This is an optimization exercise on Yosys and OpenROAD, whose aim is small area, a short achievable clock period and few clock cycles, not a production implementation.
The RTL was checked by simulation tests, not by an equivalence proof against the original design.
Power figures rest on the tool's default switching activity, not on a simulated workload.

==> design/flow/design.v <==
package objPkg;
	localparam int attrAddrWidth = 9;    
	localparam int romAddrWidth  = 17;   
	localparam int romDataWidth  = 16;   
	typedef logic [10:0] tileNum;        
	typedef logic [4:0]  objRow;         
	typedef struct packed {
		logic [7:0] xPos;                
		logic [7:0] tileLo;              
		logic       doubleHeight;        
		logic       flipX;
		logic [2:0] palette;
		logic [2:0] tileHi;
		logic [7:0] yPos;                
	} objFields;
	typedef union packed {
		logic [3:0][7:0] bytes;
		objFields        f;
	} objAttr;
endpackage
package videoPkg;
	localparam int lineWidth = 256;      
	typedef logic [7:0] xCoord;          
	typedef logic [3:0] pixelColor;
	typedef logic [6:0] lineEntry;
	localparam pixelColor transparent = 4'd0;
	localparam lineEntry  emptyEntry  = 7'd0;    
endpackage
module objAttrRam #(
	parameter int numObj = 128
) (
	input  logic                             clk,
	input  logic                             cpuSel,
	input  logic                             cpuWe,
	input  logic [objPkg::attrAddrWidth-1:0] cpuAddr,
	input  logic [7:0]                       cpuWrData,
	input  logic [$clog2(numObj)-1:0]        scanIndex,
	output logic [7:0]                       cpuRdData,
	output objPkg::objAttr                   scanAttr
);
	localparam int idxWidth = $clog2(numObj);
	logic [31:0] attrMem [numObj];
	logic [idxWidth-1:0] cpuIdx;
	logic [1:0]          cpuLane;
	assign cpuIdx  = cpuAddr[idxWidth+1:2];   
	assign cpuLane = cpuAddr[1:0];
	always_ff @(posedge clk) begin
		for (int l = 0; l < 4; l++) begin
			if (cpuSel && cpuWe && cpuLane == 2'(l)) begin
				attrMem[cpuIdx][8*l +: 8] <= cpuWrData;
			end
		end
		if (cpuSel && !cpuWe) begin
			cpuRdData <= attrMem[cpuIdx][8*cpuLane +: 8];
		end
		scanAttr <= attrMem[scanIndex];
	end
endmodule
module objLineScanner #(
	parameter int numObj = 128
) (
	input  logic                      clk,
	input  logic                      reset,
	input  logic                      lineStart,
	input  logic [7:0]                lineNum,
	input  objPkg::objAttr            scanAttr,
	input  logic                      drawAck,
	output logic [$clog2(numObj)-1:0] scanIndex,
	output logic                      drawReq,
	output objPkg::tileNum            drawTile,
	output objPkg::objRow             drawRow,
	output logic [2:0]                drawPalette,
	output logic                      drawFlip,
	output videoPkg::xCoord           drawX,
	output logic                      lineDone
);
	localparam int idxWidth = $clog2(numObj);
	localparam logic [2:0] sIdle    = 3'd0;
	localparam logic [2:0] sRead    = 3'd1;    
	localparam logic [2:0] sTest    = 3'd2;    
	localparam logic [2:0] sWaitAck = 3'd3;
	localparam logic [2:0] sWaitRel = 3'd4;
	logic [2:0] state;
	logic [7:0] lineReg;
	logic [7:0] rowSum;
	logic       hit;
	logic       lastObj;
	logic       advance;
	assign rowSum  = lineReg + scanAttr.f.yPos;    
	assign hit     = (rowSum[7:5] == 3'd0) && (!rowSum[4] || scanAttr.f.doubleHeight);
	assign lastObj = (scanIndex == idxWidth'(numObj - 1));
	assign advance = ((state == sTest) && !hit) || ((state == sWaitRel) && !drawAck);
	always_ff @(posedge clk) begin
		if (reset) begin
			state     <= sIdle;
			scanIndex <= '0;
			drawReq   <= 1'b0;
			lineDone  <= 1'b0;
		end else begin
			lineDone <= 1'b0;
			case (state)
				sIdle: if (lineStart) begin
					scanIndex <= '0;
					state     <= sRead;
				end
				sRead: state <= sTest;
				sTest: if (hit) begin
					drawReq <= 1'b1;    
					state   <= sWaitAck;
				end
				sWaitAck: if (drawAck) begin
					drawReq <= 1'b0;
					state   <= sWaitRel;
				end
				default: ;
			endcase
			if (advance) begin
				if (lastObj) begin
					lineDone <= 1'b1;
					state    <= sIdle;
				end else begin
					scanIndex <= scanIndex + 1'b1;
					state     <= sRead;
				end
			end
		end
	end
	always_ff @(posedge clk) begin
		if (state == sIdle && lineStart) lineReg <= lineNum;
		if (state == sTest && hit) begin
			drawTile    <= {scanAttr.f.tileHi, scanAttr.f.tileLo};
			drawRow     <= rowSum[4:0];
			drawPalette <= scanAttr.f.palette;
			drawFlip    <= scanAttr.f.flipX;
			drawX       <= scanAttr.f.xPos;
		end
	end
endmodule
module objPixelFetch (
	input  logic                            clk,
	input  logic                            reset,
	input  logic                            drawReq,
	input  objPkg::tileNum                  drawTile,
	input  objPkg::objRow                   drawRow,
	input  logic [2:0]                      drawPalette,
	input  logic                            drawFlip,
	input  videoPkg::xCoord                 drawX,
	input  logic                            romAck,
	input  logic [objPkg::romDataWidth-1:0] romData,
	output logic                            drawAck,
	output logic                            romReq,
	output logic [objPkg::romAddrWidth-1:0] romAddr,
	output logic                            wrEn,
	output videoPkg::xCoord                 wrX,
	output videoPkg::lineEntry              wrEntry
);
	localparam logic [2:0] sIdle = 3'd0;
	localparam logic [2:0] sReq  = 3'd1;    
	localparam logic [2:0] sAck  = 3'd2;
	localparam logic [2:0] sPix  = 3'd3;    
	localparam logic [2:0] sDone = 3'd4;
	logic [2:0]                      state;
	logic [1:0]                      wordIdx;
	logic [1:0]                      nibble;
	objPkg::tileNum                  jobTile;
	logic [3:0]                      jobRow;
	logic [objPkg::romDataWidth-1:0] romWord;
	logic [3:0]                      pixelIdx;
	logic [3:0]                      offset;
	videoPkg::pixelColor             color;
	assign romAddr  = {jobTile, jobRow, wordIdx};    
	assign pixelIdx = {wordIdx, nibble};             
	assign color    = romWord[{nibble, 2'b00} +: 4];
	assign offset   = drawFlip ? ~pixelIdx : pixelIdx;    
	assign wrX     = drawX + videoPkg::xCoord'(offset);
	assign wrEntry = {drawPalette, color};
	assign wrEn    = (state == sPix) && (color != videoPkg::transparent);
	always_ff @(posedge clk) begin
		if (reset) begin
			state   <= sIdle;
			wordIdx <= 2'd0;
			nibble  <= 2'd0;
			romReq  <= 1'b0;
			drawAck <= 1'b0;
		end else begin
			case (state)
				sIdle: if (drawReq) begin
					wordIdx <= 2'd0;
					state   <= sReq;
				end
				sReq: if (!romAck) begin
					romReq <= 1'b1;
					state  <= sAck;
				end
				sAck: if (romAck) begin
					romReq <= 1'b0;    
					nibble <= 2'd0;
					state  <= sPix;
				end
				sPix: begin
					nibble <= nibble + 1'b1;
					if (nibble == 2'd3) begin
						if (wordIdx == 2'd3) begin
							drawAck <= 1'b1;    
							state   <= sDone;
						end else begin
							wordIdx <= wordIdx + 1'b1;
							state   <= sReq;
						end
					end
				end
				sDone: if (!drawReq) begin
					drawAck <= 1'b0;
					state   <= sIdle;
				end
				default: state <= sIdle;
			endcase
		end
	end
	always_ff @(posedge clk) begin
		if (state == sIdle && drawReq) begin
			jobTile <= drawTile + objPkg::tileNum'(drawRow[4]);
			jobRow  <= drawRow[3:0];
		end
		if (state == sAck && romAck) romWord <= romData;
	end
endmodule
module objLineBuffer (
	input  logic               clk,
	input  logic               reset,
	input  logic               lineStart,
	input  logic               wrEn,
	input  videoPkg::xCoord    wrX,
	input  videoPkg::lineEntry wrEntry,
	input  logic               dispEn,
	input  videoPkg::xCoord    dispX,
	output videoPkg::lineEntry objPixel
);
	logic               drawSel;      
	logic               shownQ;       
	logic               dispEnQ;
	videoPkg::lineEntry rdData [2];
	for (genvar b = 0; b < 2; b++) begin : gBuf
		videoPkg::lineEntry lineMem [videoPkg::lineWidth];
		always_ff @(posedge clk) begin
			if (drawSel == 1'(b)) begin
				if (wrEn) lineMem[wrX] <= wrEntry;
			end else if (dispEn) begin
				rdData[b]      <= lineMem[dispX];
				lineMem[dispX] <= videoPkg::emptyEntry;    
			end
		end
	end
	always_ff @(posedge clk) begin
		if (reset) begin
			drawSel <= 1'b0;
			shownQ  <= 1'b1;
			dispEnQ <= 1'b0;
		end else begin
			if (lineStart) drawSel <= ~drawSel;    
			shownQ  <= ~drawSel;
			dispEnQ <= dispEn;
		end
	end
	assign objPixel = dispEnQ ? rdData[shownQ] : videoPkg::emptyEntry;
endmodule
module objTop #(
	parameter int numObj = 128
) (
	input  logic                            clk,
	input  logic                            reset,
	input  logic                            cpuSel,
	input  logic                            cpuWe,
	input  logic [objPkg::attrAddrWidth-1:0] cpuAddr,
	input  logic [7:0]                      cpuWrData,
	input  logic                            lineStart,
	input  logic [7:0]                      lineNum,
	input  logic                            dispEn,
	input  videoPkg::xCoord                 dispX,
	input  logic                            romAck,
	input  logic [objPkg::romDataWidth-1:0] romData,
	output logic [7:0]                      cpuRdData,
	output logic                            lineDone,
	output logic                            romReq,
	output logic [objPkg::romAddrWidth-1:0] romAddr,
	output videoPkg::lineEntry              objPixel
);
	logic [$clog2(numObj)-1:0] scanIndex;
	objPkg::objAttr            scanAttr;
	logic                drawReq;
	logic                drawAck;
	objPkg::tileNum      drawTile;
	objPkg::objRow       drawRow;
	logic [2:0]          drawPalette;
	logic                drawFlip;
	videoPkg::xCoord     drawX;
	logic                wrEn;
	videoPkg::xCoord     wrX;
	videoPkg::lineEntry  wrEntry;
	objAttrRam #(.numObj(numObj)) i_objAttrRam (
		.clk, .cpuSel, .cpuWe, .cpuAddr, .cpuWrData, .scanIndex, .cpuRdData, .scanAttr
	);
	objLineScanner #(.numObj(numObj)) i_objLineScanner (
		.clk, .reset, .lineStart, .lineNum, .scanAttr, .drawAck, .scanIndex, .drawReq,
		.drawTile, .drawRow, .drawPalette, .drawFlip, .drawX, .lineDone
	);
	objPixelFetch i_objPixelFetch (
		.clk, .reset, .drawReq, .drawTile, .drawRow, .drawPalette, .drawFlip, .drawX,
		.romAck, .romData, .drawAck, .romReq, .romAddr, .wrEn, .wrX, .wrEntry
	);
	objLineBuffer i_objLineBuffer (
		.clk, .reset, .lineStart, .wrEn, .wrX, .wrEntry, .dispEn, .dispX, .objPixel
	);
endmodule
==> design/flow/run.sh <==
#!/bin/bash
# synth_recipe.tcl (not shown) runs the flow's synth.tcl, then flattens the netlist and writes it again
# the make line also repeats each setting of config.mk as NAME=value (left out here)
make -C /OpenROAD-flow-scripts/flow DESIGN_CONFIG=/design/flow/config.mk WORK_HOME=/design/flow/orfs CLKGATE_MAP_FILE= SYNTH_SCRIPT=/design/flow/synth_recipe.tcl finish
==> design/flow/config.mk <==
export PLATFORM = sky130hd
export DESIGN_NAME = objTop
export DESIGN_NICKNAME = objTop
export VERILOG_FILES = /design/flow/design.v
export SDC_FILE = /design/flow/constraint.sdc
export NUM_CORES = 4
export LEC_CHECK = 0
export CAP_MARGIN = 20
export CORE_MARGIN = 2
export CORE_UTILIZATION = 25
export GPL_ROUTABILITY_DRIVEN = 1
export PLACE_DENSITY = 0.35
export SLEW_MARGIN = 20
==> design/flow/constraint.sdc <==
create_clock -name core_clock -period 10.0 [get_ports {clk}]
set_input_delay 2.0000 -clock core_clock [delete_from_list [all_inputs] [get_ports {clk}]]
set_output_delay 2.0000 -clock core_clock [all_outputs]
set_load 0.01 [all_outputs]
==> summary.txt <==
Critical Path RT -> 10.94 ns
most common cell in the netlist -> edfxtp_1
GR Overflow Total -> 0
largest net degree at the start of global routing -> 193
hold slack -> 0.407 ns
crit-path most repeated cell -> buf_4
CTS H-tree depth -> 6
final period utilization -> 66.4%
Worst-path clk slew -> 0.06 ns
Fillers -> 130000
outcome -> complete, no violations
crit-path max FO -> 20
Initial Util -> 25.1%
fin. max-slew vios -> 0
clk sinks -> 7825
delay of the slowest critical-path stage -> 0.81 ns
switch share -> 24.4%
Root Driver -> clkbuf_16
Worst Path Buf+Inv -> 4
Max VDD drop -> 0.000148 V
internal power -> 56.4 mW
initial DRC count -> 24500
vias in the first global route -> 191000
CTS buffer count -> 909
synthesized area per cell -> 19.6 sq um
Worst slew margin -> 6.30%
initial antenna violation count -> 129
cell row count -> 423
Arr. time, crit path -> 7.58 ns
Vias -> 190000
total power -> 74.6 mW
Post-synth EDFFs -> 7769
Commonest cells post-synth -> edfxtp_1, mux4_2, nor2_1
post-cts resize count -> 0
CP delay by family, top -> simple AND/OR/NAND/NOR gates
Tot GR Track Use -> 21.5%
critical path class -> in2reg
Clock power frac -> 43.8%
port bufs -> 89
routed length per instance -> 41.0 um
f_max -> 151 MHz
worst min-delay path class -> reg2reg
Post-Route WL -> 1480000 um
logic gate share of total power -> 7.8%
post-route setup TNS -> 0 ns
Bufs on Longest Clock Path -> 5
chip width -> 1160 um
CP startpoint kind -> input pin
largest area contributor in the netlist -> edfxtp_1
Place WS -> 2.28 ns
setup repair bufs after CTS -> 0
Synth Cell Area -> 0.332 sq mm
total core area -> 1.33 sq mm
global-route wire length before repair -> 1940000 um
post-synth top area share -> 70.2%
synth unique cells -> 91
ratio of cells with drive above 1 in the final layout -> 29.3%
Nets -> 17700
async set or reset register ratio after synthesis -> 0%
Worst Skew -> 0.0888 ns
die area -> 1.34 sq mm
Slowest cell on crit path -> nand4_1
Power Dens Cells -> 192 mW/mm^2
LEAKAGE -> 115 nW
CP cell instances -> buf_4, buf_4, nor2b_4, buf_16, nand2_2, buf_4, a41oi_2, a31oi_1, nand4_1, nor4_2, o21ai_0
CTS tree -> done
Flop pwr share -> 48.4%
Least-Margin Pin Slew -> 1.37 ns
# DRC -> 0
Synth warnings -> 5
post-route cell area -> 0.388 sq mm
number of synthesized register bits -> 7825
P_sw -> 18.2 mW
top_reg_cell synth -> edfxtp_1
RD Place Congestion -> 0.853
Area Overhead vs Synth -> 16.8%
max_cap viols -> 0
synth top area cells -> edfxtp_1, mux4_2, a22oi_1
Pre-antenna DRT Iters -> 8
RSZ-0062 raised after global routing -> no
Syn Inst Count -> 16900
Syn Nets -> 17000
Placed Area -> 0.359 sq mm
Seq/Total Area, Yosys -> 70.6%
Worst Setup End Kind -> flip-flop
clk latency of the worst-skew pair -> 1.27 ns
Via-to-Cell Ratio -> 5.29
Final WS setup -> 3.36 ns
Setup violations, final -> 0
io pins -> 90
hpwl dp -> 962000 um
Hold Buf Count CTS -> 0
fin crit period -> 6.64 ns
final antenna-violating net count -> 0
die span in y -> 1160 um
Fin. Hold Viols -> 0
-- metrics by stage --
step	instances	utilization [%]
5_1_grt	36000	29.3
4_1_cts	36000	29.2
2_1_floorplan	16900	-
6_report	36000	29.3
3_3_place_gp	34300	27.1
3_5_place_dp	34300	27.1
-- placed cells by master, fill, tap and decap left out, drive strengths merged, types with 36 or more instances in the layout --
| master | synthesis | layout |
|---|---|---|
| a221oi | 332 | 332 |
| a222oi | 56 | 56 |
| buf | 675 | 990 |
| a31oi | 65 | 65 |
| o22ai | 68 | 68 |
| a22oi | 831 | 831 |
| nor2 | 1279 | 1279 |
| a41oi | 98 | 98 |
| mux2 | 305 | 305 |
| clkbuf | 633 | 1125 |
| diode | 0 | 50 |
| nand2 | 406 | 406 |
| clkinv | 1 | 445 |
| clkdlybuf4s50 | 0 | 66 |
| mux4 | 2533 | 2533 |
| nand4 | 62 | 62 |
| dfxtp | 56 | 56 |
| nor4 | 36 | 36 |
| a211oi | 36 | 36 |
| a21oi | 302 | 302 |
| a221o | 86 | 86 |
| a22o | 55 | 55 |
| bufinv | 0 | 60 |
| o211ai | 40 | 40 |
| mux2i | 485 | 485 |
| o21ai | 229 | 229 |
| nand3 | 49 | 49 |
| inv | 23 | 46 |
| edfxtp | 7769 | 7769 |
-- power by group through the flow --
stage	Sequential, mW	Clock (mW)	Combinational [mW]
after CTS	36.1	33.4	5.84
after global routing	36.1	34.6	5.96
final	36.2	32.7	5.79
after floorplan	36.8	0	2.92
after detailed placement	36.8	0	5.83
after global placement	36.8	0	5.83
-- layer usage --
layer,part of all wire (%),global-route usage (%),up-vias
met5,0.014,0,-
li1,-,-,73800
met4,4.4,8.12,32
met2,47,34.8,8493
met3,6.1,3.22,1955
met1,42,29.1,106000
-- flip-flops by register name, indices dropped and copies added, names as in the netlist, 2 cells and up --
| name | cells |
|---|---|
| i_objPixelFetch.wordIdx | 2 |
| i_objLineScanner.state | 3 |
| i_objLineScanner.scanIndex | 7 |
| i_objPixelFetch.jobRow | 4 |
| i_objLineBuffer.rdData | 14 |
| i_objLineScanner.drawTile | 11 |
| i_objAttrRam.attrMem | 4096 |
| i_objLineScanner.drawPalette | 3 |
| i_objLineScanner.drawRow | 5 |
| i_objPixelFetch.jobTile | 11 |
| i_objLineScanner.drawX | 8 |
| i_objPixelFetch.state | 3 |
| i_objAttrRam.scanAttr | 32 |
| i_objPixelFetch.nibble | 2 |
| i_objLineScanner.lineReg | 8 |
| i_objLineBuffer.gBuf.lineMem | 3584 |
| i_objPixelFetch.romWord | 16 |
| i_objAttrRam.cpuRdData | 8 |
-- worst reg2reg max path: stages, from the launching register on --
cell     delay, ns
dfxtp_1       0.79
xor2_1        0.50
ha_1          0.34
a21o_1        0.16
a21o_1        0.19
a21oi_1       0.28
o21ai_0       0.23
a31o_2        0.31
nor2_1        0.76
nand2_1       0.69
nor2_1        0.92
-- final timing paths --
check                            startpoint                                       to  slack (ns)  cells after the start
hold reg to reg   i_objAttrRam.scanAttr[11]          i_objLineScanner.drawPalette[0]        0.41                      0
setup reg to reg  i_objPixelFetch.nibble[1]  i_objLineBuffer.gBuf[1].lineMem[174][1]        4.42                     10
setup / recovery                 cpuAddr[5]                i_objAttrRam.cpuRdData[6]        3.36                     11
hold / removal    i_objAttrRam.scanAttr[11]          i_objLineScanner.drawPalette[0]        0.41                      0
-- layout make-up --
type                       count  area (sq um)  share of cell area [%]
sequential                  7825        234000                    60.4
multi-input combinational   7767         93000                    24.0
timing repair buffer        1057          9870                    2.54
clock inverter               547          4570                    1.18
tap                        17600         22100                    5.69
inverter                      24           115                  0.0297
clock buffer                1124         23900                    6.16
antenna                       50           125                  0.0322
-- cells by family after synthesis --
group	count (synthesis)	share of synthesized area [%]
and+or+nand+nor	2020	2.55
muxes	3323	19.7
AOI/OAI and AO/OA	2382	5.30
buffers and inverters	1332	1.77
DFF	7825	70.6
adders and majority gates	18	0.0723
xor gates and xnor gates	24	0.0633
Testbench counts, summed over its fixed seeds: cycles 132,464.

==> port drivers added, routing unchanged <==
No port has a modelled driver above. Below, the same layout with a new extraction and two added sets of constraints.
Step 1, drivers: a clkbuf_16 drives clk and a buf_2 each remaining input, both assumed.
Step 2 adds t to the input delays and takes it off the output delays; t is the mean of the earliest and latest rising clock arrival at the registers after step 1. Input paths then give back, and output paths get back, about the clock's delay inside the block.
a / b / c = no drivers / after step 1 / after step 2; a / b = the first two.
t (ns): 1.379
setup WS [ns]: 3.359 / 3.500 / 2.121
worst slew at a driven data input, ns: 0.25
After both steps this run still meets setup and hold. The setup slack of this run moves by +0.141 ns with the drivers and by -1.238 ns with both steps.
